This is an optimization exercise on Yosys and OpenROAD, whose aim is small area, a short achievable clock period and few clock cycles per item, not a production implementation. RTL that was checked went through simulation tests only; none was proved equivalent to the original. No functional check of the RTL was part of runs 1 to 3.

`flow/config.mk`:
```
export PLATFORM = sky130hd
export DESIGN_NAME = cordic_pipe
export DESIGN_NICKNAME = cordic_pipe
export VERILOG_FILES = /design/flow/design.v
export SDC_FILE = /design/flow/constraint.sdc
export NUM_CORES = 4
export LEC_CHECK = 0
export CAP_MARGIN = 20
export CORE_MARGIN = 2
export CORE_UTILIZATION = 40
export SETUP_SLACK_MARGIN = 1.2
export SLEW_MARGIN = 20
```
`flow/constraint.sdc`:
```
create_clock -name core_clock -period 4.4 [get_ports {clk}]
set_input_delay 0.8800 -clock core_clock [delete_from_list [all_inputs] [get_ports {clk}]]
set_output_delay 0.8800 -clock core_clock [all_outputs]
set_load 0.01 [all_outputs]
```
`flow/run.sh`:
```
#!/bin/bash
# synth_recipe.tcl (not shown) runs the flow's synth.tcl, then flattens the netlist and writes it again
# the make line also repeats each setting of config.mk as NAME=value (left out here)
make -C /OpenROAD-flow-scripts/flow DESIGN_CONFIG=/design/flow/config.mk WORK_HOME=/design/flow/orfs CLKGATE_MAP_FILE= SYNTH_SCRIPT=/design/flow/synth_recipe.tcl finish
```
`flow/design.v`:
```
module cordic_pipe #(
  parameter int W         = 16,
  parameter int AW        = 16,
  parameter int ITER      = 12,
  parameter int GAIN_COMP = 1,
  parameter int IN_REG    = 0,    
  parameter int IPS       = 1,    
  parameter int GSPLIT    = 0,    
  parameter int SKID      = 2     
) (
  input  logic          clk,
  input  logic          rst,
  input  logic          in_valid,
  output logic          in_ready,
  input  logic          in_mode,
  input  logic [W-1:0]  in_x,
  input  logic [W-1:0]  in_y,
  input  logic [AW-1:0] in_z,
  output logic          out_valid,
  input  logic          out_ready,
  output logic          out_mode,
  output logic [W-1:0]  out_x,
  output logic [W-1:0]  out_y,
  output logic [AW-1:0] out_z
);
  localparam int XW = W + 2;
  localparam int BW = XW - 5;   
  localparam int NS = ITER / IPS;
  localparam logic signed [AW-1:0] Z90  = AW'(9000);
  localparam logic signed [AW-1:0] Z180 = AW'(18000);
  function automatic logic [AW-1:0] atan_cdeg(input int i);
    case (i)
      0:  atan_cdeg = 4500;
      1:  atan_cdeg = 2657;
      2:  atan_cdeg = 1404;
      3:  atan_cdeg = 713;
      4:  atan_cdeg = 358;
      5:  atan_cdeg = 179;
      6:  atan_cdeg = 90;
      7:  atan_cdeg = 45;
      8:  atan_cdeg = 22;
      9:  atan_cdeg = 11;
      10: atan_cdeg = 6;
      11: atan_cdeg = 3;
      12: atan_cdeg = 1;
      13: atan_cdeg = 1;
      default: atan_cdeg = 0;
    endcase
  endfunction
  function automatic logic [XW-1:0] addsub(input logic [XW-1:0] a, input logic [XW-1:0] b,
                                           input logic sub);
    logic [XW:0] s;
    s = {a, 1'b1} + {b ^ {XW{sub}}, sub};
    addsub = s[XW:1];
  endfunction
  localparam int NV = IN_REG + 1 + NS + (GSPLIT == 1 ? 2 : 1);   
  logic          en;              
  logic          o_v, s_v, rdy;   
  logic [NV-1:0] vld;
  assign out_valid = o_v;
  always_ff @(posedge clk or posedge rst) begin
    if (rst) vld <= '0;
    else if (en) vld <= {vld[NV-2:0], in_valid};
  end
  logic signed [AW-1:0] zi;
  logic                 r_hi, r_lo, vfold, n_fold, n_kp, n_kn, n_d0;
  assign zi     = in_z;
  assign r_hi   = zi > Z90;             
  assign r_lo   = zi < -Z90;            
  assign vfold  = in_x[W-1];            
  assign n_fold = in_mode ? vfold : (r_hi || r_lo);
  assign n_kp   = in_mode ? (vfold && !in_y[W-1]) : r_lo;
  assign n_kn   = in_mode ? (vfold && in_y[W-1]) : r_hi;
  assign n_d0   = in_mode ? (vfold ? ($signed(in_y) > 0) : in_y[W-1])
                          : (r_hi ? (zi >= Z180) : r_lo ? (zi >= -Z180) : !zi[AW-1]);
  logic          i_mode, i_fold, i_kp, i_kn, i_d0;
  logic [W-1:0]  i_x, i_y;
  logic [AW-1:0] i_zm;
  if (IN_REG != 0) begin : g_inreg
    always_ff @(posedge clk) begin
      if (en) begin
        i_mode <= in_mode;
        i_x    <= in_x;
        i_y    <= in_y;
        i_zm   <= in_mode ? '0 : in_z;
        i_fold <= n_fold;
        i_kp   <= n_kp;
        i_kn   <= n_kn;
        i_d0   <= n_d0;
      end
    end
  end else begin : g_noinreg
    assign i_mode = in_mode;
    assign i_x    = in_x;
    assign i_y    = in_y;
    assign i_zm   = in_mode ? '0 : in_z;
    assign i_fold = n_fold;
    assign i_kp   = n_kp;
    assign i_kn   = n_kn;
    assign i_d0   = n_d0;
  end
  logic signed [XW-1:0] ext_x, ext_y, px_n, py_n;
  logic signed [AW-1:0] pz_n;
  assign ext_x = {{2{i_x[W-1]}}, i_x};
  assign ext_y = {{2{i_y[W-1]}}, i_y};
  assign px_n  = i_fold ? -ext_x : ext_x;
  assign py_n  = i_fold ? -ext_y : ext_y;
  if (IN_REG != 0) begin : g_pz_sel
    assign pz_n = i_zm + (i_kp ? Z180 : i_kn ? -Z180 : AW'(0));
  end else begin : g_pz_mux
    logic signed [AW-1:0] zp, zn;
    assign zp   = i_zm + Z180;
    assign zn   = i_zm - Z180;
    assign pz_n = i_kp ? zp : i_kn ? zn : i_zm;
  end
  logic [NS:0]           s_mode, s_dx, s_dy, s_dz;
  logic [NS:0][XW-1:0]   s_x, s_y;
  logic [NS:0][AW-1:0]   s_z;
  always_ff @(posedge clk) begin
    if (en) begin
      s_mode[0] <= i_mode;
      s_x[0]    <= px_n;
      s_y[0]    <= py_n;
      s_z[0]    <= pz_n;
      s_dx[0]   <= i_d0;
      s_dy[0]   <= i_d0;
      s_dz[0]   <= i_d0;
    end
  end
  localparam int NC = NS * (IPS + 1);
  logic [NC-1:0][XW-1:0] cx, cy;
  logic [NC-1:0][AW-1:0] cz;
  logic [NC-1:0]         cdx, cdy, cdz;
  for (genvar k = 0; k < NS; k++) begin : g_stage
    localparam int B = k * (IPS + 1);
    assign cx[B+0]  = s_x[k];
    assign cy[B+0]  = s_y[k];
    assign cz[B+0]  = s_z[k];
    assign cdx[B+0] = s_dx[k];
    assign cdy[B+0] = s_dy[k];
    assign cdz[B+0] = s_dz[k];
    for (genvar j = 0; j < IPS; j++) begin : g_rot
      localparam int I = k * IPS + j;
      localparam logic [AW-1:0] ANG = atan_cdeg(I);
      logic signed [XW-1:0] xs, ys;
      assign xs        = $signed(cx[B+j]) >>> I;
      assign ys        = $signed(cy[B+j]) >>> I;
      assign cx[B+j+1]   = addsub(cx[B+j], ys, cdx[B+j]);
      assign cy[B+j+1]   = addsub(cy[B+j], xs, !cdy[B+j]);
      assign cz[B+j+1]   = cz[B+j] + (cdz[B+j] ? -ANG : ANG);
      assign cdx[B+j+1]  = s_mode[k] ? cy[B+j+1][XW-1] : !cz[B+j+1][AW-1];
      assign cdy[B+j+1]  = cdx[B+j+1];
      assign cdz[B+j+1]  = cdx[B+j+1];
    end
    always_ff @(posedge clk) begin
      if (en) begin
        s_mode[k+1] <= s_mode[k];
        s_x[k+1]    <= cx[B+IPS];
        s_y[k+1]    <= cy[B+IPS];
        s_z[k+1]    <= cz[B+IPS];
        s_dx[k+1]   <= cdx[B+IPS];
        s_dy[k+1]   <= cdy[B+IPS];
        s_dz[k+1]   <= cdz[B+IPS];
      end
    end
  end
  logic signed [XW-1:0] l_x, l_y, g_x, g_y;
  logic          g_mode;
  logic [AW-1:0] g_z;
  assign l_x = s_x[NS];
  assign l_y = s_y[NS];
  if (GSPLIT == 1) begin : g_gain2
    logic signed [XW-1:0] ga_x, ga_y;
    logic signed [BW-1:0] gb_x, gb_y;
    logic          ga_mode;
    logic [AW-1:0] ga_z;
    always_ff @(posedge clk) begin
      if (en) begin
        ga_mode <= s_mode[NS];
        ga_z    <= s_z[NS];
        ga_x    <= (l_x >>> 1) + (l_x >>> 3);
        ga_y    <= (l_y >>> 1) + (l_y >>> 3);
        gb_x    <= BW'(l_x >>> 6) + BW'(l_x >>> 9);
        gb_y    <= BW'(l_y >>> 6) + BW'(l_y >>> 9);
        g_mode  <= ga_mode;
        g_z     <= ga_z;
        g_x     <= ga_x - XW'(gb_x);
        g_y     <= ga_y - XW'(gb_y);
      end
    end
  end else if (GSPLIT == 2) begin : g_gainh
    logic signed [XW-1:0] ga_x, ga_y;
    logic signed [BW-1:0] gb_x, gb_y;
    always_ff @(posedge clk) begin
      if (en) begin
        g_mode <= s_mode[NS];
        g_z    <= s_z[NS];
        ga_x   <= (l_x >>> 1) + (l_x >>> 3);
        ga_y   <= (l_y >>> 1) + (l_y >>> 3);
        gb_x   <= BW'(l_x >>> 6) + BW'(l_x >>> 9);
        gb_y   <= BW'(l_y >>> 6) + BW'(l_y >>> 9);
      end
    end
    assign g_x = ga_x - XW'(gb_x);
    assign g_y = ga_y - XW'(gb_y);
  end else begin : g_gain1
    always_ff @(posedge clk) begin
      if (en) begin
        g_mode <= s_mode[NS];
        g_z    <= s_z[NS];
        g_x    <= (l_x >>> 1) + (l_x >>> 3) - (l_x >>> 6) - (l_x >>> 9);
        g_y    <= (l_y >>> 1) + (l_y >>> 3) - (l_y >>> 6) - (l_y >>> 9);
      end
    end
  end
  function automatic logic [W-1:0] sat(input logic signed [XW-1:0] v);
    if (v[XW-1:W-1] != {(XW-W+1){v[XW-1]}}) sat = {v[XW-1], {(W-1){!v[XW-1]}}};
    else                                    sat = v[W-1:0];
  endfunction
  logic [3*W:0] res, skid;
  assign res = GAIN_COMP != 0 ? {g_mode, sat(g_x), sat(g_y), g_z}
                              : {s_mode[NS], sat(l_x), sat(l_y), s_z[NS]};
  if (SKID == 1) begin : g_skid
    logic push, o_v_n, s_v_n;
    assign en       = !s_v;
    assign in_ready = rdy;
    assign push     = en && vld[NV-1];
    assign o_v_n    = s_v || push || (o_v && !out_ready);
    assign s_v_n    = s_v ? !out_ready : (push && o_v && !out_ready);
    always_ff @(posedge clk or posedge rst) begin
      if (rst) begin
        o_v <= 1'b0;
        s_v <= 1'b0;
        rdy <= 1'b1;
      end else begin
        o_v <= o_v_n;
        s_v <= s_v_n;
        rdy <= !s_v_n;
      end
    end
    always_ff @(posedge clk) begin
      if (!s_v) skid <= res;
      if (!o_v || out_ready) {out_mode, out_x, out_y, out_z} <= s_v ? skid : res;
    end
  end else if (SKID == 2) begin : g_noreg
    assign en       = !o_v || out_ready;
    assign in_ready = en;
    assign s_v      = 1'b0;
    assign rdy      = 1'b1;
    assign skid     = '0;
    assign o_v      = vld[NV-1];
    assign {out_mode, out_x, out_y, out_z} = res;
  end else begin : g_noskid
    assign en       = !o_v || out_ready;
    assign in_ready = en;
    assign s_v      = 1'b0;
    assign rdy      = 1'b1;
    assign skid     = '0;
    always_ff @(posedge clk or posedge rst) begin
      if (rst) o_v <= 1'b0;
      else if (en) o_v <= vld[NV-1];
    end
    always_ff @(posedge clk) begin
      if (en) {out_mode, out_x, out_y, out_z} <= res;
    end
  end
endmodule
```
==> out/qor_table.md, run 1 <==
| Result | Reported |
|---|---|
| Run status | finished clean |
| Total cell area at the placement stage | 60860 um2 |
| Final std cells w/o fill | 7765 |
| Endpoint class of the critical path | flip-flop |
| Number of cell rows | 138 |
| Syn nets | 6253 |
| Number of enable flip-flop cells after synthesis | 752 |
| Total iterations of the first detailed-routing run | 5 |
| Startpoint of the worst hold path | s_z[197]$_DFFE_PP_ |
| Tcrit/Tclk final | 86.91% |
| Largest fanout on the critical path | 2 |
| Launching point of the worst reg2reg path | s_x[217]$_DFFE_PP_ |
| Placer Congestion | 0.8657 |
| Highest achievable clock rate | 261.5 MHz |
| Cells after DPL | 7472 |
| Mean instance size in the synthesized netlist | 10.36 um2 |
| Top post-synthesis cells by count | 752 x sky130_fd_sc_hd__edfxtp_1, 617 x sky130_fd_sc_hd__ha_1, 591 x sky130_fd_sc_hd__xnor2_1 |
| Area share of the leading cell type in the synthesized netlist | 39.48% |
| Clock transition at the registers of the reported paths | 0.06 ns |
| Type of the most critical hold path | flip-flop to flip-flop |
| CTS Root Buffer Type | sky130_fd_sc_hd__clkbuf_16 |
| Most common cell in the netlist | sky130_fd_sc_hd__edfxtp_1 |
| Starting utilization of the core area | 40.35% |
| Max_cap viols | 0 |
| Width of the die | 382.2 um |
| Worst Skew | 0.02753 ns |
| Setup repair after global routing missed its margin | true |
| Top-level I/O count | 104 |
| Core outline area | 141800 um2 |
| Number of buffers inserted for hold repair after clock tree synthesis | 0 |
| Final setup fails | 0 |
| Global-route wire length before repair | 201600 um |
| Global-route track usage on met1 | 20.04% |
| DR WL/cell | 16.04 um |
| Violation count after the first detailed-route iteration | 1810 |
| Layout Area Growth over Synthesis | 15.90% |
| Met2 track utilization from global routing | 30.41% |
| Clock latency (worst-skew pair) | 0.69 ns |
| Summed instance area of the synthesized netlist | 57200 um2 |
| DRT antenna net count | 0 |
| Setup Crit Path Kind | flip-flop to flip-flop |
| Critical path origin | s_x[217]$_DFFE_PP_ |
| Biggest area consumer among synthesized cells | sky130_fd_sc_hd__edfxtp_1 |
| Buffers added on ports | 103 |
| Hold Fails Final Rpt | 0 |
| Fraction of registers with async set or reset after synthesis | 1.828% |
| Htree depth | 3 |
| Die height | 382.2 um |
| Count of unique library cells instantiated by Yosys | 86 |
| Initial antenna violation count | 1 |
| Synth Flop Type | sky130_fd_sc_hd__edfxtp_1 |
| Minimum clock period | 3.824 ns |
| Most congested layer reported by global routing | met2 |
| Clock tree from TritonCTS | built |
| Fin area | 66290 um2 |
| WP data arrival | 4.26 ns |
| Critical Path Start Type | flip-flop |
| Fin util | 46.76% |
| Detailed placer's ending HPWL | 92200 um |
| Number of warnings issued by yosys | 1 |
| Portion of the post-synthesis area used by sequential elements | 40.09% |
| Biggest area contributors in the synthesized netlist | sky130_fd_sc_hd__edfxtp_1 39%, sky130_fd_sc_hd__ha_1 13%, sky130_fd_sc_hd__xnor2_1 9.0% |
| Fraction of layout cells with a size suffix above 1 | 9.838% |
| Grt met3 use | 1.964% |
| Residual DRC count | 0 |
| Tightest hold margin | 0.4145 ns |
| Setup slack of the worst register-to-register path | 0.58 ns |
| Vias per inst | 5.291 |
| Final wirelength | 124600 um |
| Worst endpoint required time | 4.84 ns |
| Ant diodes | 0 |
| Number of storage elements in the synthesis netlist | 766 |
| Detailed-route via count | 41085 |
| Via count of the first global-routing pass | 40366 |
| Mapped Cells | 5521 |
| Buffer depth of the longest clock path | 3 |
| CTS buffer count | 92 |
| Sink count of the clock tree | 766 |
| Largest net degree at the start of global routing | 171 |
| Total overflow reported by the global router | 0 |
| Rel. slew slack | 32.24% |
| Total Nets Final | 6530 |
| Overall track demand over capacity in global routing | 16.60% |
| Final Max Tran Viols | 0 |
| Overall die area | 146000 um2 |
| Transition time of the tightest slew-check pin | 1.016 ns |
[worst paths after layout]
kind,end,depth (start not counted)
worst min-delay path,g_z[5]$_DFFE_PP_,0
worst min register to register,g_z[5]$_DFFE_PP_,0
min in group asynchronous,vld[13]$_DFFE_PP0P_,2
worst max register to register,g_x[16]$_DFFE_PP_,15
worst max-delay path,g_x[16]$_DFFE_PP_,15
max in group asynchronous,vld[0]$_DFFE_PP0P_,2
[registers in the layout (all words and copies together) (netlist names)]
register and flops:
cdx 12, g_mode 1, g_x 18, g_y 18
g_z 16, s_mode 13, s_x 233, s_y 233
s_z 208, vld 14
[through the flow]
stage                     TNS [ns]  setup WS [ns]
after floorplan           -6521.93         -8.665
after global placement           0         0.4488
after detailed placement         0         0.4923
after CTS                        0         0.5793
after global routing             0         0.4780
final                            0         0.5761
[cells by family (layout without fill, tap and decap cells)]
group | Yosys count | after routing | share of synthesized area [%]
compound gates | 1525 | 1525 | 17.07
simple gates | 1206 | 1206 | 10.03
xor+xnor | 896 | 896 | 13.72
flops | 766 | 766 | 40.09
fa+ha+maj | 679 | 679 | 15.67
buf+inv | 415 | 768 | 2.787
mux | 34 | 35 | 0.6344
[what timing repair did]
item	4_1_cts	5_1_grt
gates cloned	2	5
setup buffers	51	64
setup endpoints to repair	182	140
pin swaps	30	86
gates resized for setup	75	202
endpoints found under the hold margin	0	0
[per-layer routing]
metal  up-vias  wire length (um)
met1     19537             53940
met5         -                 0
met4         0              3794
met2       559             63460
met3       199              3384
li1      20790                 -
[placed cells by master, fill, tap and decap left out, types with 21 or more instances in the layout]
| cell | n |
|---|---|
| sky130_fd_sc_hd__edfxtp_1 | 752 |
| sky130_fd_sc_hd__ha_1 | 600 |
| sky130_fd_sc_hd__xnor2_1 | 572 |
| sky130_fd_sc_hd__nor2_1 | 462 |
| sky130_fd_sc_hd__a21oi_1 | 442 |
| sky130_fd_sc_hd__inv_1 | 307 |
| sky130_fd_sc_hd__xor2_1 | 296 |
| sky130_fd_sc_hd__o21ai_0 | 230 |
| sky130_fd_sc_hd__nand2_1 | 228 |
| sky130_fd_sc_hd__a21o_1 | 198 |
| sky130_fd_sc_hd__buf_4 | 135 |
| sky130_fd_sc_hd__o21a_1 | 116 |
| sky130_fd_sc_hd__clkdlybuf4s50_1 | 102 |
| sky130_fd_sc_hd__clkbuf_16 | 99 |
| sky130_fd_sc_hd__nor2b_1 | 82 |
| sky130_fd_sc_hd__o21bai_1 | 82 |
| sky130_fd_sc_hd__nor3_1 | 81 |
| sky130_fd_sc_hd__nand2b_1 | 77 |
| sky130_fd_sc_hd__nand3_1 | 68 |
| sky130_fd_sc_hd__fa_1 | 59 |
| sky130_fd_sc_hd__a21oi_2 | 47 |
| sky130_fd_sc_hd__o21ai_1 | 35 |
| sky130_fd_sc_hd__nand4_1 | 33 |
| sky130_fd_sc_hd__a211oi_1 | 30 |
| sky130_fd_sc_hd__and3_1 | 29 |
| sky130_fd_sc_hd__a31oi_1 | 29 |
| sky130_fd_sc_hd__and2_1 | 21 |
[critical path, stage by stage (launching register included)]
cell                       delay (ns)
sky130_fd_sc_hd__edfxtp_1        0.40
sky130_fd_sc_hd__fa_1            0.55
sky130_fd_sc_hd__inv_1           0.05
sky130_fd_sc_hd__fa_1            0.49
sky130_fd_sc_hd__inv_2           0.05
sky130_fd_sc_hd__ha_4            0.15
sky130_fd_sc_hd__inv_2           0.05
sky130_fd_sc_hd__fa_2            0.21
sky130_fd_sc_hd__nor2b_1         0.05
sky130_fd_sc_hd__o21ai_1         0.17
sky130_fd_sc_hd__a21boi_1        0.12
sky130_fd_sc_hd__o41a_1          0.36
sky130_fd_sc_hd__or4b_1          0.49
sky130_fd_sc_hd__a31oi_2         0.21
sky130_fd_sc_hd__o21ai_1         0.09
sky130_fd_sc_hd__xnor2_1         0.12
[final cells by class]
type / count / area (um2)
Inverter: 323 / 1230
Tap cell: 1890 / 2365
Clock buffer: 108 / 2456
Multi-Input combinational cell: 4341 / 33900
Clock inverter: 63 / 740.7
Sequential cell: 766 / 22930
Fill cell: 12978 / 75470
Timing Repair Buffer: 274 / 2671
==> run 2, diff against run 1 <==
--- a/flow/design.v
+++ b/flow/design.v
@@ -4,5 +4,5 @@
   parameter int ITER      = 12,
   parameter int GAIN_COMP = 1,
-  parameter int IN_REG    = 0,    
+  parameter int IN_REG    = 1,    
   parameter int IPS       = 1,    
   parameter int GSPLIT    = 0,    
==> out/qor_table.md, run 2 <==
| Result | Reported |
|---|---|
| Top post-synthesis cells by count | 805 x sky130_fd_sc_hd__edfxtp_1, 623 x sky130_fd_sc_hd__ha_1, 583 x sky130_fd_sc_hd__xnor2_1 |
| Overall die area | 151000 um2 |
| Layout Area Growth over Synthesis | 16.83% |
| Final wirelength | 128800 um |
| Vias per inst | 5.318 |
| Overall track demand over capacity in global routing | 16.54% |
| Sink count of the clock tree | 820 |
| Setup Crit Path Kind | flip-flop to flip-flop |
| Largest fanout on the critical path | 3 |
| Most frequent CP cell | sky130_fd_sc_hd__inv_2 |
| Number of warnings issued by yosys | 1 |
| Largest net degree at the start of global routing | 186 |
| Tcrit/Tclk final | 85.21% |
| Mean instance size in the synthesized netlist | 10.49 um2 |
| Highest achievable clock rate | 266.7 MHz |
| Total overflow reported by the global router | 0 |
| Detailed placer's ending HPWL | 95990 um |
| Crit path largest cell delay | 0.43 ns |
| Biggest regs | s_x x233, s_y x233, s_z x208 |
| Worst Skew | 0.05060 ns |
| Htree depth | 3 |
| Fraction of layout cells with a size suffix above 1 | 11.20% |
| Run status | finished clean |
| Most frequent standard cell in the layout excluding fill and tap cells | sky130_fd_sc_hd__edfxtp_1 |
| Slowest library cell on the worst path | sky130_fd_sc_hd__fa_2 |
| Cell depth of the worst min-delay path | 0 |
| Ordered cell list for the critical path | inv_2 -> fa_1 -> inv_1 -> fa_2 -> inv_2 -> ha_4 -> inv_2 -> fa_2 -> nor2b_2 -> o21ai_2 -> a21boi_2 -> o21ai_2 -> a2111o_1 -> a31o_4 -> a2111oi_4 -> a311oi_1 |
| WP data arrival | 4.21 ns |
| Clock transition at the registers of the reported paths | 0.06 ns |
| Clock latency (worst-skew pair) | 0.73 ns |
| Logic depth of the worst register-to-register path | 16 |
| Width of the die | 388.6 um |
| Buffer depth of the longest clock path | 3 |
| Worst endpoint required time | 4.86 ns |
| Number of enable flip-flop cells after synthesis | 805 |
| Minimum clock period | 3.749 ns |
| Summed instance area of the synthesized netlist | 59170 um2 |
| Synth Flop Type | sky130_fd_sc_hd__edfxtp_1 |
| Fraction of registers with async set or reset after synthesis | 1.829% |
| Number of storage elements in the synthesis netlist | 820 |
| Final Max Tran Viols | 0 |
| Residual DRC count | 0 |
| Die height | 388.6 um |
| Total iterations of the first detailed-routing run | 5 |
| Area share of the leading cell type in the synthesized netlist | 40.85% |
| CTS Root Buffer Type | sky130_fd_sc_hd__clkbuf_16 |
| Count of unique library cells instantiated by Yosys | 75 |
| Ant diodes | 0 |
| Total Nets Final | 6726 |
| Endpoint class of the critical path | flip-flop |
| Critical Path Start Type | flip-flop |
| Initial antenna violation count | 1 |
| CTS buffer count | 96 |
| Detailed-route via count | 42494 |
| Number of buffers inserted for hold repair after clock tree synthesis | 0 |
| Commonest cells after routing, fill and taps aside | 805 x sky130_fd_sc_hd__edfxtp_1, 595 x sky130_fd_sc_hd__ha_1, 567 x sky130_fd_sc_hd__xnor2_1 |
| Global-route wire length before repair | 207600 um |
| Transition time of the tightest slew-check pin | 1.155 ns |
| Buffers added on ports | 103 |
| DRT antenna net count | 0 |
| Max_cap viols | 0 |
| Fin util | 46.93% |
| Syn nets | 6377 |
| Biggest area contributors in the synthesized netlist | sky130_fd_sc_hd__edfxtp_1 41%, sky130_fd_sc_hd__ha_1 13%, sky130_fd_sc_hd__xnor2_1 8.6% |
| Via count of the first global-routing pass | 41337 |
| Clock tree from TritonCTS | built |
| Biggest area consumer among synthesized cells | sky130_fd_sc_hd__edfxtp_1 |
| Rel. slew slack | 23.02% |
| Placer Congestion | 0.8706 |
| Type of the most critical hold path | flip-flop to flip-flop |
| Hold Fails Final Rpt | 0 |
| Number of cell rows | 141 |
| Starting utilization of the core area | 40.17% |
| Violation count after the first detailed-route iteration | 2045 |
| DR WL/cell | 16.13 um |
| Final setup fails | 0 |
| Mapped Cells | 5638 |
| Top-level I/O count | 104 |
| Most common cell in the netlist | sky130_fd_sc_hd__edfxtp_1 |
| Core outline area | 147300 um2 |
| Setup repair after global routing missed its margin | true |
| Portion of the post-synthesis area used by sequential elements | 41.49% |
run 2: changes by cell type after synthesis, sizes merged, moves of 21 or more:
cell / previous run / this run
o21bai: 85 / 58
inv: 323 / 277
o21a: 117 / 89
edfxtp: 752 / 805
nor3: 85 / 170
nor2b: 83 / 104
a21oi: 492 / 400
a21o: 198 / 158
nand2: 236 / 299
nand3: 68 / 108
o211ai: 17 / 48
or3: 22 / 53
run 2: path summary, 6_finish.rpt:
check                                       from            endpoint  slack [ns]
setup / recovery              s_y[225]$_DFFE_PP_   g_y[16]$_DFFE_PP_        0.65
min in group asynchronous                    rst  vld[3]$_DFFE_PP0P_        0.52
max in group asynchronous                    rst  vld[7]$_DFFE_PP0P_        3.52
hold / removal             i_zm[3]$_SDFFCE_PP0P_    s_z[3]$_DFFE_PP_        0.42
setup reg to reg              s_y[225]$_DFFE_PP_   g_y[16]$_DFFE_PP_        0.65
hold reg to reg            i_zm[3]$_SDFFCE_PP0P_    s_z[3]$_DFFE_PP_        0.42
run 2: logic make-up (layout without fill, tap and decap cells):
family / Yosys count / after routing / share of synthesized area, %
and+or+nand+nor: 1477 / 1477 / 11.91
AOI/OAI and AO/OA: 1392 / 1392 / 15.45
xor gates and xnor gates: 868 / 869 / 12.85
DFF: 820 / 820 / 41.49
adders and majority gates: 686 / 686 / 15.31
buffers and inverters: 354 / 775 / 2.275
muxes: 41 / 41 / 0.7253
run 2: worst max-delay path: cells and delay by family (launching register included):
kind | cells | cell delay [ns]
adders and majority gates | 4 | 1.31
DFF | 1 | 0.42
buffers and inverters | 4 | 0.27
AOI/OAI and AO/OA | 7 | 1.33
and+or+nand+nor | 1 | 0.13
run 2: area by class of cell:
cell class                      count  area, um2
Inverter                          277       1055
Multi-Input combinational cell   4465      34890
Tap cell                         1930       2415
Timing Repair Buffer              327       3176
Fill cell                       13482      78180
Clock inverter                     54      544.3
Sequential cell                   820      24550
Clock buffer                      117       2502
run 2: metal layers:
layer  global-route usage [%]  share of wire, %
met2                    30.97                52
met4                    4.224               2.4
met1                    19.72                43
met3                    2.294               3.0
met5                        0                 0
run 2: timing repair:
action / in CTS / in global routing
setup endpoints to repair: 173 / 151
pin swaps: 32 / 151
setup buffers: 57 / 108
resized for setup: 95 / 262
cloned: 2 / 3
run 2: stage by stage:
| step | instances | TNS [ns] | cell area (um2) | hold WS [ns] | setup slack [ns] |
|---|---|---|---|---|---|
| 3_3_place_gp | 7648 | 0 | 63050 | 0.4024 | 0.4492 |
| 2_1_floorplan | 5638 | -7635.83 | 59630 | 0.4003 | -9.477 |
| 6_report | 7990 | 0 | 69130 | 0.4179 | 0.6506 |
| 4_1_cts | 7878 | 0 | 67110 | 0.4187 | 0.5975 |
| 5_1_grt | 7990 | 0 | 69130 | 0.4297 | 0.5043 |
| 3_5_place_dp | 7648 | 0 | 63050 | 0.4045 | 0.4421 |
==> run 3, diff against run 2 <==
--- a/flow/design.v
+++ b/flow/design.v
@@ -4,7 +4,7 @@
   parameter int ITER      = 12,
   parameter int GAIN_COMP = 1,
-  parameter int IN_REG    = 1,    
+  parameter int IN_REG    = 0,    
   parameter int IPS       = 1,    
-  parameter int GSPLIT    = 0,    
+  parameter int GSPLIT    = 1,    
   parameter int SKID      = 2     
 ) (
==> out/qor_table.md, run 3 <==
| Result | Reported |
|---|---|
| Final setup fails | 0 |
| Detailed placer's ending HPWL | 97890 um |
| Multi-input gate area in the final layout | 35340 um2 |
| Placer Congestion | 0.8622 |
| Tcrit/Tclk final | 73.98% |
| Overall die area | 154900 um2 |
| Fin util | 46.52% |
| Starting utilization of the core area | 40.39% |
| Length of routed met3 wiring | 3765 um |
| Met1 wire length | 55790 um |
| Ant diodes | 0 |
| Number of storage elements in the synthesis netlist | 844 |
| Most frequent CP cell | sky130_fd_sc_hd__buf_4 |
| Total Nets Final | 6851 |
| Clock tree from TritonCTS | built |
| Clock latency (worst-skew pair) | 0.70 ns |
| Biggest regs | s_x x233, s_y x233, s_z x208 |
| DR top layer | met4 |
| Critical Path Start Type | flip-flop |
| DRT antenna net count | 0 |
| Biggest area consumer among synthesized cells | sky130_fd_sc_hd__edfxtp_1 |
| Highest achievable clock rate | 307.2 MHz |
| Portion of the post-synthesis area used by sequential elements | 41.62% |
| Crit path largest cell delay | 0.51 ns |
| Count of unique library cells instantiated by Yosys | 88 |
| Sequential cell area | 25270 um2 |
| Largest net degree at the start of global routing | 145 |
| Total cell area at the placement stage | 64540 um2 |
| Detailed-route via count | 43919 |
| Die height | 393.6 um |
| CTS buffer count | 97 |
| Most common cell in the netlist | sky130_fd_sc_hd__edfxtp_1 |
| Total Neg Setup Slack | 0 ns |
| Width of the die | 393.6 um |
| Biggest area contributors in the synthesized netlist | sky130_fd_sc_hd__edfxtp_1 41%, sky130_fd_sc_hd__ha_1 14%, sky130_fd_sc_hd__xnor2_1 8.4% |
| Worst endpoint required time | 4.95 ns |
| Fin area | 69920 um2 |
| Number of enable flip-flop cells after synthesis | 829 |
| Initial antenna violation count | 0 |
| Total iterations of the first detailed-routing run | 5 |
| Fraction of layout cells with a size suffix above 1 | 8.519% |
| Number of warnings issued by yosys | 1 |
| Fraction of registers with async set or reset after synthesis | 1.777% |
| Vias per inst | 5.347 |
| Transition time of the tightest slew-check pin | 0.8892 ns |
| Syn nets | 6585 |
| Buffers added on ports | 103 |
| Synth Flop Type | sky130_fd_sc_hd__edfxtp_1 |
| Startpoint of the worst hold path | s_z[197]$_DFFE_PP_ |
| WL met2 | 68170 um |
| Setup repair after global routing missed its margin | true |
| Residual DRC count | 0 |
| Top post-synthesis cells by count | 829 x sky130_fd_sc_hd__edfxtp_1, 657 x sky130_fd_sc_hd__ha_1, 581 x sky130_fd_sc_hd__xnor2_1 |
| Commonest cells after routing, fill and taps aside | 829 x sky130_fd_sc_hd__edfxtp_1, 643 x sky130_fd_sc_hd__ha_1, 564 x sky130_fd_sc_hd__xnor2_1 |
| Mean instance size in the synthesized netlist | 10.36 um2 |
| Overall track demand over capacity in global routing | 16.24% |
| Largest fanout on the critical path | 7 |
| Final Max Tran Viols | 0 |
| Total overflow reported by the global router | 0 |
| CTS Root Buffer Type | sky130_fd_sc_hd__clkbuf_16 |
| Sink count of the clock tree | 844 |
| Area share of the leading cell type in the synthesized netlist | 41.01% |
| Setup Crit Path Kind | flip-flop to flip-flop |
| Via count of the first global-routing pass | 42603 |
| Max_cap viols | 0 |
| Launching point of the worst reg2reg path | cdx[14]$_DFFE_PP_ |
| Type of the most critical hold path | flip-flop to flip-flop |
| Mapped Cells | 5857 |
| Layout Area Growth over Synthesis | 15.18% |
| Top-level I/O count | 104 |
| DR WL/cell | 16.04 um |
| Worst Skew | 0.02903 ns |
| Final wirelength | 131800 um |
| Minimum clock period | 3.255 ns |
| Rel. slew slack | 40.72% |
| Summed instance area of the synthesized netlist | 60710 um2 |
| Global-route wire length before repair | 211600 um |
| Number of cell rows | 142 |
| Endpoint class of the critical path | flip-flop |
| Buffer depth of the longest clock path | 3 |
| Violation count after the first detailed-route iteration | 2432 |
| Most frequent standard cell in the layout excluding fill and tap cells | sky130_fd_sc_hd__edfxtp_1 |
| Layout fillers | 13935 |
| Core outline area | 150300 um2 |
| WP data arrival | 3.81 ns |
| Critical path origin | cdx[14]$_DFFE_PP_ |
| Htree depth | 3 |
| Run status | finished clean |
| Clock transition at the registers of the reported paths | 0.06 ns |
| Slowest library cell on the worst path | sky130_fd_sc_hd__edfxtp_1 |
| Ordered cell list for the critical path | buf_4 -> xnor2_1 -> ha_1 -> o21a_1 -> o21ai_0 -> a31oi_2 -> nor4b_4 -> or3_1 -> and3_1 -> a2111oi_4 -> buf_4 -> o21bai_1 |
| Hold Fails Final Rpt | 0 |
-- run 3: cell count changes after synthesis, sizes merged, moves of 17 or more --
cell,before,now
nor2,474,524
xor2,285,311
a31oi,31,62
edfxtp,805,829
clkbuf,41,62
ha,623,657
a211oi,57,38
and3,48,66
nand3,108,141
fa,63,18
a21oi,400,467
or3,53,36
inv,277,257
-- run 3: path summary, 6_finish.rpt --
path                                                  end  slack, ns  cells after the start
worst max register to register          cdx[16]$_DFFE_PP_       1.15                     12
max in group asynchronous              vld[6]$_DFFE_PP0P_       3.50                      2
worst max-delay path                    cdx[16]$_DFFE_PP_       1.15                     12
worst min-delay path            g_gain2.ga_z[5]$_DFFE_PP_       0.41                      0
min in group asynchronous             vld[12]$_DFFE_PP0P_       0.54                      2
worst min register to register  g_gain2.ga_z[5]$_DFFE_PP_       0.41                      0
-- run 3: layout make-up --
| type | instances | area share, % |
|---|---|---|
| flip-flops and latches | 844 | 36.14 |
| well taps | 2016 | 3.608 |
| clock buffers | 120 | 3.656 |
| multi-input cells | 4658 | 50.54 |
| inverters | 258 | 1.396 |
| repair buffers | 264 | 3.835 |
| clock inverters | 54 | 0.8232 |
-- run 3: kinds of logic after synthesis --
group / after synthesis / share of synthesized area, %
AO/OA/AOI/OAI: 1529 / 16.44
multiplexers: 44 / 0.7832
AND/OR/NAND/NOR: 1517 / 11.89
XOR/XNOR: 892 / 12.87
flip-flops: 844 / 41.62
buffers and inverters: 356 / 2.263
adder cells (fa/ha/maj): 675 / 14.13
-- run 3: what timing repair did --
item	4_1_cts	5_1_grt
hold buffers	0	0
setup buffers	34	62
cloned	0	10
endpoints found under the setup margin	144	148
pin swaps	9	89
resized for setup	55	195
-- run 3: layer usage --
metal,up-vias,global-route usage [%]
met2,592,30.66
met5,-,0
met3,221,2.141
met1,20803,19.02
li1,22303,-
met4,0,4.652
-- run 3: worst max-delay path, delay by kind of cell, from the launching register on --
kind | cells | cell delay, ns
AND/OR/NAND/NOR | 3 | 0.70
AO/OA/AOI/OAI | 5 | 1.06
adder cells (fa/ha/maj) | 1 | 0.34
XOR/XNOR | 1 | 0.12
buffers and inverters | 2 | 0.37
flip-flops | 1 | 0.51
-- run 3: metrics by stage --
| step | cells | hold WS, ns | setup WS [ns] |
|---|---|---|---|
| 3_5_place_dp | 7934 | 0.4045 | 0.4255 |
| 2_1_floorplan | 5857 | 0.4003 | -9.841 |
| 5_1_grt | 8214 | 0.4249 | 0.9902 |
| 6_report | 8214 | 0.4112 | 1.145 |
| 4_1_cts | 8142 | 0.3994 | 0.9400 |
| 3_3_place_gp | 7934 | 0.4017 | 0.4791 |
==> run 4, diff against run 3 <==
--- a/flow/design.v
+++ b/flow/design.v
@@ -72,5 +72,5 @@
   assign n_kp   = in_mode ? (vfold && !in_y[W-1]) : r_lo;
   assign n_kn   = in_mode ? (vfold && in_y[W-1]) : r_hi;
-  assign n_d0   = in_mode ? (vfold ? ($signed(in_y) > 0) : in_y[W-1])
+  assign n_d0   = in_mode ? (vfold ? (!in_y[W-1] && in_y != 0) : in_y[W-1])
                           : (r_hi ? (zi >= Z180) : r_lo ? (zi >= -Z180) : !zi[AW-1]);
   logic          i_mode, i_fold, i_kp, i_kn, i_d0;
@@ -143,7 +143,9 @@
       localparam int I = k * IPS + j;
       localparam logic [AW-1:0] ANG = atan_cdeg(I);
-      logic signed [XW-1:0] xs, ys;
-      assign xs        = $signed(cx[B+j]) >>> I;
-      assign ys        = $signed(cy[B+j]) >>> I;
+      logic signed [XW-1:0] xv, yv, xs, ys;
+      assign xv        = cx[B+j];
+      assign yv        = cy[B+j];
+      assign xs        = xv >>> I;
+      assign ys        = yv >>> I;
       assign cx[B+j+1]   = addsub(cx[B+j], ys, cdx[B+j]);
       assign cy[B+j+1]   = addsub(cy[B+j], xs, !cdy[B+j]);
--- a/flow/config.mk
+++ b/flow/config.mk
@@ -8,5 +8,5 @@
 export CAP_MARGIN = 20
 export CORE_MARGIN = 2
-export CORE_UTILIZATION = 40
+export CORE_UTILIZATION = 60
 export SETUP_SLACK_MARGIN = 1.2
 export SLEW_MARGIN = 20
==> out/qor_table.md, run 4 <==
| Result | Reported |
|---|---|
| Commonest cells after routing, fill and taps aside | 829 x sky130_fd_sc_hd__edfxtp_1, 641 x sky130_fd_sc_hd__ha_1, 594 x sky130_fd_sc_hd__xnor2_1 |
| Overall die area | 103300 um2 |
| Ant diodes | 0 |
| Starting utilization of the core area | 60.44% |
| Mean instance size in the synthesized netlist | 10.39 um2 |
| Fraction of layout cells with a size suffix above 1 | 9.142% |
| Cell depth of the worst min-delay path | 0 |
| Launching point of the worst reg2reg path | cdx[14]$_DFFE_PP_ |
| Violation count after the first detailed-route iteration | 2677 |
| Final wirelength | 131600 um |
| DR WL/cell | 17.60 um |
| Startpoint of the worst hold path | s_z[206]$_DFFE_PP_ |
| Worst Skew | 0.02874 ns |
| Core outline area | 100000 um2 |
| Global-route wire length before repair | 210600 um |
| Layout fillers | 7567 |
| Sequential cell area | 25270 um2 |
| Critical Path Start Type | flip-flop |
| Setup slack of the worst register-to-register path | 1.18 ns |
| Vias per inst | 5.881 |
| Run status | finished clean |
| Number of warnings issued by yosys | 1 |
| Final setup fails | 0 |
| Largest fanout on the critical path | 11 |
| Max_cap viols | 0 |
| WP data arrival | 3.63 ns |
| Initial antenna violation count | 0 |
| Detailed-route via count | 43975 |
| Setup Crit Path Kind | flip-flop to flip-flop |
| Rel. slew slack | 26.98% |
| Mapped Cells | 5815 |
| Htree depth | 3 |
| Worst endpoint required time | 4.81 ns |
| Top-level I/O count | 104 |
| CTS Root Buffer Type | sky130_fd_sc_hd__clkbuf_16 |
| Hold Fails Final Rpt | 0 |
| Total overflow reported by the global router | 0 |
| Buffer depth of the longest clock path | 3 |
| Hold worst-path end | g_gain2.ga_z[14]$_DFFE_PP_ |
| Number of enable flip-flop cells after synthesis | 829 |
| Residual DRC count | 0 |
| Layout Area Growth over Synthesis | 13.86% |
| Sink count of the clock tree | 844 |
| Post-route setup slack | 1.181 ns |
| Biggest regs | s_x x233, s_y x233, s_z x208 |
| Detailed placer's ending HPWL | 96490 um |
| Worst setup slack before clock tree synthesis | 0.5993 ns |
| Die height | 321.4 um |
| Number of cell rows | 116 |
| Tightest hold margin | 0.4163 ns |
| Summed instance area of the synthesized netlist | 60440 um2 |
| Clock tree from TritonCTS | built |
| Area share of the leading cell type in the synthesized netlist | 41.19% |
| Multi-input gate area in the final layout | 35140 um2 |
| Crit path largest cell delay | 0.48 ns |
| CTS buffer count | 97 |
| Minimum clock period | 3.219 ns |
| Width of the die | 321.4 um |
| Most frequent standard cell in the layout excluding fill and tap cells | sky130_fd_sc_hd__edfxtp_1 |
| Cells after DPL | 7191 |
| Biggest area contributors in the synthesized netlist | sky130_fd_sc_hd__edfxtp_1 41%, sky130_fd_sc_hd__ha_1 14%, sky130_fd_sc_hd__xnor2_1 8.8% |
| Highest achievable clock rate | 310.6 MHz |
| Total Nets Final | 6828 |
| Largest net degree at the start of global routing | 185 |
| Final std cells w/o fill | 7478 |
| Logic depth of the worst register-to-register path | 12 |
| Capturing point of the worst reg2reg path | s_x[161]$_DFFE_PP_ |
| Type of the most critical hold path | flip-flop to flip-flop |
| Clock transition at the registers of the reported paths | 0.06 ns |
| Synth Flop Type | sky130_fd_sc_hd__edfxtp_1 |
| Biggest area consumer among synthesized cells | sky130_fd_sc_hd__edfxtp_1 |
| Portion of the post-synthesis area used by sequential elements | 41.81% |
| Fin util | 68.82% |
| Placer Congestion | 0.8859 |
| Clock latency (worst-skew pair) | 0.68 ns |
| Final Max Tran Viols | 0 |
| Setup repair after global routing missed its margin | true |
| Endpoint class of the critical path | flip-flop |
| Most common cell in the netlist | sky130_fd_sc_hd__edfxtp_1 |
| Number of storage elements in the synthesis netlist | 844 |
| Overall track demand over capacity in global routing | 24.85% |
| Ordered cell list for the critical path | buf_12 -> buf_6 -> xor2_1 -> ha_1 -> nand2_1 -> o211ai_1 -> o41a_1 -> a211oi_4 -> nor3_2 -> a2111oi_4 -> a21oi_2 -> xnor2_1 |
| Transition time of the tightest slew-check pin | 1.087 ns |
| Fraction of registers with async set or reset after synthesis | 1.777% |
| Via count of the first global-routing pass | 41939 |
| DRT antenna net count | 0 |
| Syn nets | 6543 |
| Buffers added on ports | 103 |
| Count of unique library cells instantiated by Yosys | 92 |
| Slowest library cell on the worst path | sky130_fd_sc_hd__o41a_1 |
| Tcrit/Tclk final | 73.16% |
| Number of buffers inserted for hold repair after clock tree synthesis | 0 |
| Total iterations of the first detailed-routing run | 7 |
| Top post-synthesis cells by count | 829 x sky130_fd_sc_hd__edfxtp_1, 657 x sky130_fd_sc_hd__ha_1, 609 x sky130_fd_sc_hd__xnor2_1 |
run 4: final cells by class:
type | instances | area share (%)
clock buffer | 119 | 3.692
clock inverter | 60 | 0.8308
inverter | 235 | 1.298
multi-input combinational | 4647 | 51.06
sequential | 844 | 36.72
tap | 1298 | 2.360
timing repair buffer | 275 | 4.043
run 4: cell families after synthesis:
family                     synth area share (%)
and+or+nand+nor                           12.01
AOI/OAI and AO/OA                         16.14
xor gates and xnor gates                  13.09
DFF                                       41.81
adders and majority gates                 14.20
buffers and inverters                     2.058
muxes                                    0.7059
run 4: worst max-delay path by stage:
| stage | from | endpoint | slack (ns) | cells past startpoint |
|---|---|---|---|---|
| after global routing | cdx[14]$_DFFE_PP_ | s_x[161]$_DFFE_PP_ | 1.04 | 12 |
| final | cdx[14]$_DFFE_PP_ | s_x[161]$_DFFE_PP_ | 1.18 | 12 |
| after CTS | cdx[8]$_DFFE_PP_ | cdx[10]$_DFFE_PP_ | 1.04 | 12 |
| after global placement | in_z[6] | s_y[17]$_DFFE_PP_ | 0.55 | 10 |
| after floorplan | out_ready | cdx[0]$_DFFE_PP_ | -9.84 | 4 |
| after detailed placement | in_z[6] | s_y[17]$_DFFE_PP_ | 0.60 | 10 |
run 4: what timing repair did:
action | CTS | global route
resized for setup | 38 | 204
pin swaps | 12 | 89
hold endpoints to repair | 0 | 0
buffers inserted | 42 | 61
gates cloned | 2 | 3
setup endpoints to repair | 163 | 138
run 4: through the flow:
step	TNS [ns]	area (um2)
2_1_floorplan	-8164.65	60790
3_3_place_gp	0	63520
3_5_place_dp	0	63520
4_1_cts	0	67320
5_1_grt	0	68820
6_report	0	68820
run 4: worst max-delay path: cells and delay by family, from the launching register on:
family / cells / cell delay (ns)
AND/OR/NAND/NOR: 2 / 0.18
adder cells (fa/ha/maj): 1 / 0.36
XOR/XNOR: 2 / 0.30
buffers and inverters: 2 / 0.32
AO/OA/AOI/OAI: 5 / 1.36
flip-flops: 1 / 0.43
run 4: per-layer routing:
metal	vias up	GRT usage, %	wire length [um]	part of all wire (%)
li1	22144	-	-	-
met1	20885	31.17	56950	43
met2	751	45.45	67230	51
met3	195	2.783	4495	3.4
met4	0	6.293	2906	2.2
met5	-	0	0	0
Testbench counts of run 4, summed over its fixed seeds: cycles 8,120, items 8,000.
==> run 5, diff against run 4 <==
--- a/flow/config.mk
+++ b/flow/config.mk
@@ -8,5 +8,5 @@
 export CAP_MARGIN = 20
 export CORE_MARGIN = 2
-export CORE_UTILIZATION = 60
+export CORE_UTILIZATION = 40
 export SETUP_SLACK_MARGIN = 1.2
 export SLEW_MARGIN = 20
==> out/qor_table.md, run 5 <==
| Result | Reported |
|---|---|
| Biggest area contributors in the synthesized netlist | sky130_fd_sc_hd__edfxtp_1 41%, sky130_fd_sc_hd__ha_1 14%, sky130_fd_sc_hd__xnor2_1 8.8% |
| Placer Congestion | 0.8654 |
| Starting utilization of the core area | 40.31% |
| DRT antenna net count | 0 |
| Count of buffering cells on the critical path with inverters included | 1 |
| Post-Synth Adder-Cell Area | 14.20% |
| Top delay family on crit path | compound AO/OA/AOI/OAI gates |
| Endpoint class of the critical path | flip-flop |
| Overall track demand over capacity in global routing | 16.68% |
| Number of enable flip-flop cells after synthesis | 829 |
| Synth Area in Compound Gates | 16.14% |
| Setup repair after global routing missed its margin | true |
| Summed instance area of the synthesized netlist | 60440 um2 |
| Worst endpoint required time | 4.84 ns |
| Violation count after the first detailed-route iteration | 2034 |
| Clock latency (worst-skew pair) | 0.72 ns |
| Total overflow reported by the global router | 0 |
| Layout fillers | 13964 |
| Total Nets Final | 6831 |
| Max_cap viols | 0 |
| Transition time of the tightest slew-check pin | 1.026 ns |
| Critical path origin | cdx[2]$_DFFE_PP_ |
| Number of storage elements in the synthesis netlist | 844 |
| Fin util | 46.72% |
| Total iterations of the first detailed-routing run | 5 |
| Rel. slew slack | 31.10% |
| Count of unique library cells instantiated by Yosys | 92 |
| Launching point of the worst reg2reg path | cdx[2]$_DFFE_PP_ |
| Critical Path Start Type | flip-flop |
| Post-synthesis share of cell area spent on xor and xnor gates | 13.09% |
| CTS Root Buffer Type | sky130_fd_sc_hd__clkbuf_16 |
| Number of buffers inserted for hold repair after clock tree synthesis | 0 |
| Core outline area | 150000 um2 |
| Worst Skew | 0.04166 ns |
| Most frequent CP cell | sky130_fd_sc_hd__xor2_1 |
| Width of the die | 392.7 um |
| Slowest library cell on the worst path | sky130_fd_sc_hd__edfxtp_1 |
| Crit path largest cell delay | 0.46 ns |
| Post-route setup slack | 1.098 ns |
| Top-level I/O count | 104 |
| Clock transition at the registers of the reported paths | 0.06 ns |
| Type of the most critical hold path | flip-flop to flip-flop |
| WP data arrival | 3.74 ns |
| Syn nets | 6543 |
| Top post-synthesis cells by count | 829 x sky130_fd_sc_hd__edfxtp_1, 657 x sky130_fd_sc_hd__ha_1, 609 x sky130_fd_sc_hd__xnor2_1 |
| Layout Area Growth over Synthesis | 15.92% |
| Final wirelength | 132800 um |
| Overall die area | 154200 um2 |
| Clock tree from TritonCTS | built |
| Setup Crit Path Kind | flip-flop to flip-flop |
| Most frequent standard cell in the layout excluding fill and tap cells | sky130_fd_sc_hd__edfxtp_1 |
| Global-route wire length before repair | 212000 um |
| Biggest area consumer among synthesized cells | sky130_fd_sc_hd__edfxtp_1 |
| Synth Flop Type | sky130_fd_sc_hd__edfxtp_1 |
| Post-Synth Simple-Gate Area | 12.01% |
| Vias per inst | 5.266 |
| Area share of the leading cell type in the synthesized netlist | 41.19% |
| Largest fanout on the critical path | 6 |
| Mapped Cells | 5815 |
| Final setup fails | 0 |
| Detailed placer's ending HPWL | 98370 um |
| Die height | 392.7 um |
| Portion of netlist area occupied by mux cells | 0.7059% |
| Minimum clock period | 3.302 ns |
| Portion of the post-synthesis area used by sequential elements | 41.81% |
| Run status | finished clean |
| Sink count of the clock tree | 844 |
| Buffer depth of the longest clock path | 3 |
| Highest achievable clock rate | 302.9 MHz |
| Worst setup slack before clock tree synthesis | 0.3949 ns |
| Biggest regs | s_x x233, s_y x233, s_z x208 |
| Tightest hold margin | 0.4127 ns |
| Final std cells w/o fill | 8207 |
| Initial antenna violation count | 2 |
| Residual DRC count | 0 |
| Commonest cells after routing, fill and taps aside | 829 x sky130_fd_sc_hd__edfxtp_1, 647 x sky130_fd_sc_hd__ha_1, 593 x sky130_fd_sc_hd__xnor2_1 |
| Number of warnings issued by yosys | 1 |
| Largest family of logic cells by synthesized area | compound AO/OA/AOI/OAI gates |
| Tcrit/Tclk final | 75.04% |
| Via count of the first global-routing pass | 42046 |
| Number of cell rows | 142 |
| Htree depth | 3 |
| Final Max Tran Viols | 0 |
| Hold Fails Final Rpt | 0 |
| CTS buffer count | 100 |
| DR WL/cell | 16.18 um |
| Buffers added on ports | 103 |
| Startpoint of the worst hold path | g_gain2.ga_z[0]$_DFFE_PP_ |
| Mean instance size in the synthesized netlist | 10.39 um2 |
| Detailed-route via count | 43220 |
| Most common cell in the netlist | sky130_fd_sc_hd__edfxtp_1 |
| Cells after DPL | 7912 |
| Fraction of layout cells with a size suffix above 1 | 9.339% |
| Ordered cell list for the critical path | buf_12 -> xor2_1 -> ha_1 -> nand3_2 -> o211ai_4 -> o41a_1 -> a211o_1 -> and3b_2 -> a2111oi_4 -> a21oi_2 -> xor2_1 |
| Fraction of registers with async set or reset after synthesis | 1.777% |
| Largest net degree at the start of global routing | 150 |
[run 5: logic make-up after synthesis]
| kind of cell | after synthesis |
|---|---|
| AND/OR/NAND/NOR | 1526 |
| AO/OA/AOI/OAI | 1503 |
| XOR/XNOR | 903 |
| flip-flops | 844 |
| adder cells (fa/ha/maj) | 675 |
| buffers and inverters | 324 |
| multiplexers | 40 |
[run 5: per-stage QoR]
| stage | setup TNS, ns | cell area, um2 |
|---|---|---|
| 6_report | 0 | 70060 |
| 5_1_grt | 0 | 70060 |
| 4_1_cts | 0 | 68520 |
| 3_5_place_dp | 0 | 64470 |
| 3_3_place_gp | 0 | 64470 |
| 2_1_floorplan | -8164.65 | 60790 |
[run 5: final cells by class]
cell class	count	area (um2)	area share [%]
inverter	235	893.4	1.275
sequential	844	25270	36.07
multi-input combinational	4647	35070	50.05
clock buffer	114	2565	3.661
antenna	2	5.005	0.007143
timing repair buffer	275	2826	4.034
tap	2016	2522	3.600
clock inverter	74	913.4	1.304
[run 5: worst reg2reg max path: stages, from the launching register on]
cell and delay [ns]:
sky130_fd_sc_hd__edfxtp_1 0.46, sky130_fd_sc_hd__buf_12 0.19, sky130_fd_sc_hd__xor2_1 0.16, sky130_fd_sc_hd__ha_1 0.37
sky130_fd_sc_hd__nand3_2 0.12, sky130_fd_sc_hd__o211ai_4 0.09, sky130_fd_sc_hd__o41a_1 0.42, sky130_fd_sc_hd__a211o_1 0.37
sky130_fd_sc_hd__and3b_2 0.23, sky130_fd_sc_hd__a2111oi_4 0.35, sky130_fd_sc_hd__a21oi_2 0.11, sky130_fd_sc_hd__xor2_1 0.15
[run 5: final timing paths]
kind | end | depth (start not counted) | slack, ns
min in group asynchronous | vld[14]$_DFFE_PP0P_ | 2 | 0.52
hold / removal | g_z[0]$_DFFE_PP_ | 0 | 0.41
setup / recovery | s_x[53]$_DFFE_PP_ | 11 | 1.10
hold reg to reg | g_z[0]$_DFFE_PP_ | 0 | 0.41
setup reg to reg | s_x[53]$_DFFE_PP_ | 11 | 1.10
max in group asynchronous | vld[12]$_DFFE_PP0P_ | 2 | 3.50
[run 5: routing by layer]
metal,routed length [um],vias up,global-route usage [%]
met4,4344,0,5.385
met5,0,-,0
li1,-,22165,-
met2,66120,576,29.82
met1,58450,20238,20.54
met3,3876,241,2.360
[run 5: what timing repair did]
| item | CTS | global route |
|---|---|---|
| buffers inserted | 36 | 60 |
| setup endpoints to repair | 129 | 138 |
| hold endpoints to repair | 0 | 0 |
| cloned | 1 | 8 |
| pin swaps | 14 | 84 |
| resized for setup | 35 | 196 |
==> run 6, diff against run 5 <==
--- a/flow/config.mk
+++ b/flow/config.mk
@@ -8,5 +8,8 @@
 export CAP_MARGIN = 20
 export CORE_MARGIN = 2
-export CORE_UTILIZATION = 40
+export CORE_UTILIZATION = 60
+export CTS_BUF_LIST = sky130_fd_sc_hd__clkbuf_8 sky130_fd_sc_hd__clkbuf_4
+export CTS_CLUSTER_DIAMETER = 60
+export CTS_CLUSTER_SIZE = 30
 export SETUP_SLACK_MARGIN = 1.2
 export SLEW_MARGIN = 20
==> out/qor_table.md, run 6 <==
| Result | Reported |
|---|---|
| Via count of the first global-routing pass | 41678 |
| Worst endpoint required time | 4.93 ns |
| Largest fanout on the critical path | 5 |
| Fraction of registers with async set or reset after synthesis | 1.777% |
| Count of unique library cells instantiated by Yosys | 92 |
| Transition time of the tightest slew-check pin | 1.122 ns |
| Detailed-route via count | 44020 |
| Top-level I/O count | 104 |
| Clock tree from TritonCTS | built |
| Total Nets Final | 6872 |
| Final std cells w/o fill | 7519 |
| Highest achievable clock rate | 303.9 MHz |
| Detailed placer's ending HPWL | 96490 um |
| Core outline area | 100000 um2 |
| Sink count of the clock tree | 844 |
| Fraction of layout cells with a size suffix above 1 | 10.84% |
| Layout fillers | 7597 |
| Starting utilization of the core area | 60.44% |
| Number of warnings issued by yosys | 1 |
| Area share of the leading cell type in the synthesized netlist | 41.19% |
| Rel. slew slack | 24.69% |
| Total cell area at the placement stage | 63520 um2 |
| Total overflow reported by the global router | 0 |
| Final wirelength | 132100 um |
| WP data arrival | 3.82 ns |
| Width of the die | 321.4 um |
| Synth Flop Type | sky130_fd_sc_hd__edfxtp_1 |
| Mean instance size in the synthesized netlist | 10.39 um2 |
| Most frequent standard cell in the layout excluding fill and tap cells | sky130_fd_sc_hd__edfxtp_1 |
| Violation count after the first detailed-route iteration | 2706 |
| Max_cap viols | 0 |
| Largest net degree at the start of global routing | 185 |
| Overall track demand over capacity in global routing | 24.73% |
| Number of enable flip-flop cells after synthesis | 829 |
| Biggest area consumer among synthesized cells | sky130_fd_sc_hd__edfxtp_1 |
| Buffers added on ports | 103 |
| DRT antenna net count | 0 |
| Mapped Cells | 5815 |
| Summed instance area of the synthesized netlist | 60440 um2 |
| Minimum clock period | 3.290 ns |
| Placer Congestion | 0.8859 |
| Endpoint class of the critical path | flip-flop |
| Most common cell in the netlist | sky130_fd_sc_hd__edfxtp_1 |
| Top post-synthesis cells by count | 829 x sky130_fd_sc_hd__edfxtp_1, 657 x sky130_fd_sc_hd__ha_1, 609 x sky130_fd_sc_hd__xnor2_1 |
| Htree depth | 3 |
| Global-route wire length before repair | 209400 um |
| Biggest regs | s_x x233, s_y x233, s_z x208 |
| CTS Root Buffer Type | sky130_fd_sc_hd__clkbuf_8 |
| Tightest hold margin | 0.3972 ns |
| Tcrit/Tclk final | 74.78% |
| Initial antenna violation count | 1 |
| Final setup fails | 0 |
| Setup repair after global routing missed its margin | true |
| Setup Crit Path Kind | flip-flop to flip-flop |
| DR WL/cell | 17.56 um |
| Setup slack of the worst register-to-register path | 1.11 ns |
| Syn nets | 6543 |
| Buffer depth of the longest clock path | 3 |
| Type of the most critical hold path | flip-flop to flip-flop |
| Worst Skew | 0.05597 ns |
| Biggest area contributors in the synthesized netlist | sky130_fd_sc_hd__edfxtp_1 41%, sky130_fd_sc_hd__ha_1 14%, sky130_fd_sc_hd__xnor2_1 8.8% |
| Fin area | 68640 um2 |
| Layout Area Growth over Synthesis | 13.56% |
| Commonest cells after routing, fill and taps aside | 829 x sky130_fd_sc_hd__edfxtp_1, 636 x sky130_fd_sc_hd__ha_1, 587 x sky130_fd_sc_hd__xnor2_1 |
| Residual DRC count | 0 |
| Critical Path Start Type | flip-flop |
| Die height | 321.4 um |
| Overall die area | 103300 um2 |
| CTS buffer count | 88 |
| Portion of the post-synthesis area used by sequential elements | 41.81% |
| Total iterations of the first detailed-routing run | 6 |
| Number of cell rows | 116 |
| Clock latency (worst-skew pair) | 0.79 ns |
| Vias per inst | 5.855 |
| Cells after DPL | 7191 |
| Number of storage elements in the synthesis netlist | 844 |
| Clock transition at the registers of the reported paths | 0.11 ns |
| Run status | finished clean |
| Hold Fails Final Rpt | 0 |
| Final Max Tran Viols | 0 |
run 6: cell counts after synthesis:
No cell type changed its count.
run 6: final timing paths:
check                                   start                    endpoint  cells after the start
setup / recovery             cdx[4]$_DFFE_PP_           s_x[71]$_DFFE_PP_                     12
hold / removal             s_z[206]$_DFFE_PP_  g_gain2.ga_z[14]$_DFFE_PP_                      0
setup reg to reg             cdx[4]$_DFFE_PP_           s_x[71]$_DFFE_PP_                     12
hold reg to reg            s_z[206]$_DFFE_PP_  g_gain2.ga_z[14]$_DFFE_PP_                      0
max in group asynchronous                 rst         vld[12]$_DFFE_PP0P_                      2
min in group asynchronous                 rst          vld[4]$_DFFE_PP0P_                      2
run 6: repair_timing:
item / CTS / global route
pin swaps: 19 / 141
resized for setup: 63 / 272
hold buffers: 0 / 0
gates cloned: 2 / 5
buffers inserted: 51 / 103
endpoints found under the setup margin: 173 / 138
run 6: final cells by class:
class	count	area [um2]	area share (%)
diodes	1	2.502	0.003646
clock buffers	92	1247	1.817
clock inverters	74	909.6	1.325
inverters	235	893.4	1.302
multi-input cells	4647	35380	51.55
flip-flops and latches	844	25270	36.82
well taps	1298	1624	2.366
repair buffers	328	3309	4.822
run 6: critical path, stage by stage, from the launching register on:
cell	delay [ns]
sky130_fd_sc_hd__edfxtp_1	0.44
sky130_fd_sc_hd__buf_6	0.16
sky130_fd_sc_hd__buf_6	0.12
sky130_fd_sc_hd__xor2_1	0.15
sky130_fd_sc_hd__ha_1	0.36
sky130_fd_sc_hd__nand2_1	0.12
sky130_fd_sc_hd__o211ai_2	0.12
sky130_fd_sc_hd__o41a_1	0.41
sky130_fd_sc_hd__a211o_1	0.37
sky130_fd_sc_hd__and3b_2	0.25
sky130_fd_sc_hd__a2111oi_4	0.32
sky130_fd_sc_hd__a21oi_2	0.10
sky130_fd_sc_hd__xnor2_1	0.14
run 6: kinds of logic (layout without fill, tap and decap cells):
family / after synthesis / count (layout) / share of synthesized area [%]
adder cells (fa/ha/maj): 675 / 675 / 14.20
multiplexers: 40 / 40 / 0.7059
flip-flops: 844 / 844 / 41.81
AO/OA/AOI/OAI: 1503 / 1503 / 16.14
other: 0 / 1 / 0
AND/OR/NAND/NOR: 1526 / 1526 / 12.01
XOR/XNOR: 903 / 903 / 13.09
buffers and inverters: 324 / 729 / 2.058
run 6: metal layers:
| layer | share of wire (%) | global-route usage (%) | wire length, um | vias up |
|---|---|---|---|---|
| met1 | 43 | 31.13 | 57210 | 20892 |
| met5 | 0 | 0 | 0 | - |
| met2 | 51 | 44.93 | 67160 | 699 |
| met4 | 2.5 | 6.677 | 3323 | 0 |
| met3 | 3.3 | 2.720 | 4360 | 200 |
| li1 | - | - | - | 22229 |
run 6: per-stage QoR:
step           setup TNS (ns)  util [%]  setup slack (ns)
6_report                    0     68.64             1.110
4_1_cts                     0     66.44             1.149
3_5_place_dp                0     63.52            0.5993
5_1_grt                     0     68.64            0.9650
3_3_place_gp                0     63.52            0.5535
2_1_floorplan        -8164.65         -            -9.841

## afterwards: timing with drivers on the ports
How much do the figures lean on ideal ports? The routed layouts below were timed once more, with nothing changed but the port constraints. Step 1, drivers: a clkbuf_16 drives clk and a buf_2 each remaining input, both assumed. Step 2 times the ports against the registers' clock, not the clock port: input delays grow and output delays shrink by t, the midpoint of the rising clock arrivals with the driver on. a / b / c = no drivers / after step 1 / after step 2; a / b = the first two.
run | t, ns | setup slack, ns | worst hold slack (ns) | worst setup path at the end
run 1 | 0.751 | 0.576 / 0.576 / 0.576 | 0.414 / 0.414 / 0.414 | register to register
run 2 | 0.773 | 0.651 / 0.651 / 0.651 | 0.418 / 0.418 / 0.418 | register to register
run 3 | 0.761 | 1.145 / 1.145 / 0.574 | 0.411 / 0.411 / 0.411 | input to register
run 4 | 0.743 | 1.181 / 1.181 / 0.746 | 0.416 / 0.416 / 0.416 | input to register
run 5 | 0.773 | 1.098 / 1.098 / 0.709 | 0.413 / 0.413 / 0.413 | input to register
run 6 | 0.828 | 1.110 / 1.110 / 0.657 | 0.397 / 0.397 / 0.397 | input to register
After both steps every run listed still meets setup and hold. For run 3, which loses most, drivers alone change the setup slack by 0.000 ns; drivers and shift together by -0.571 ns.
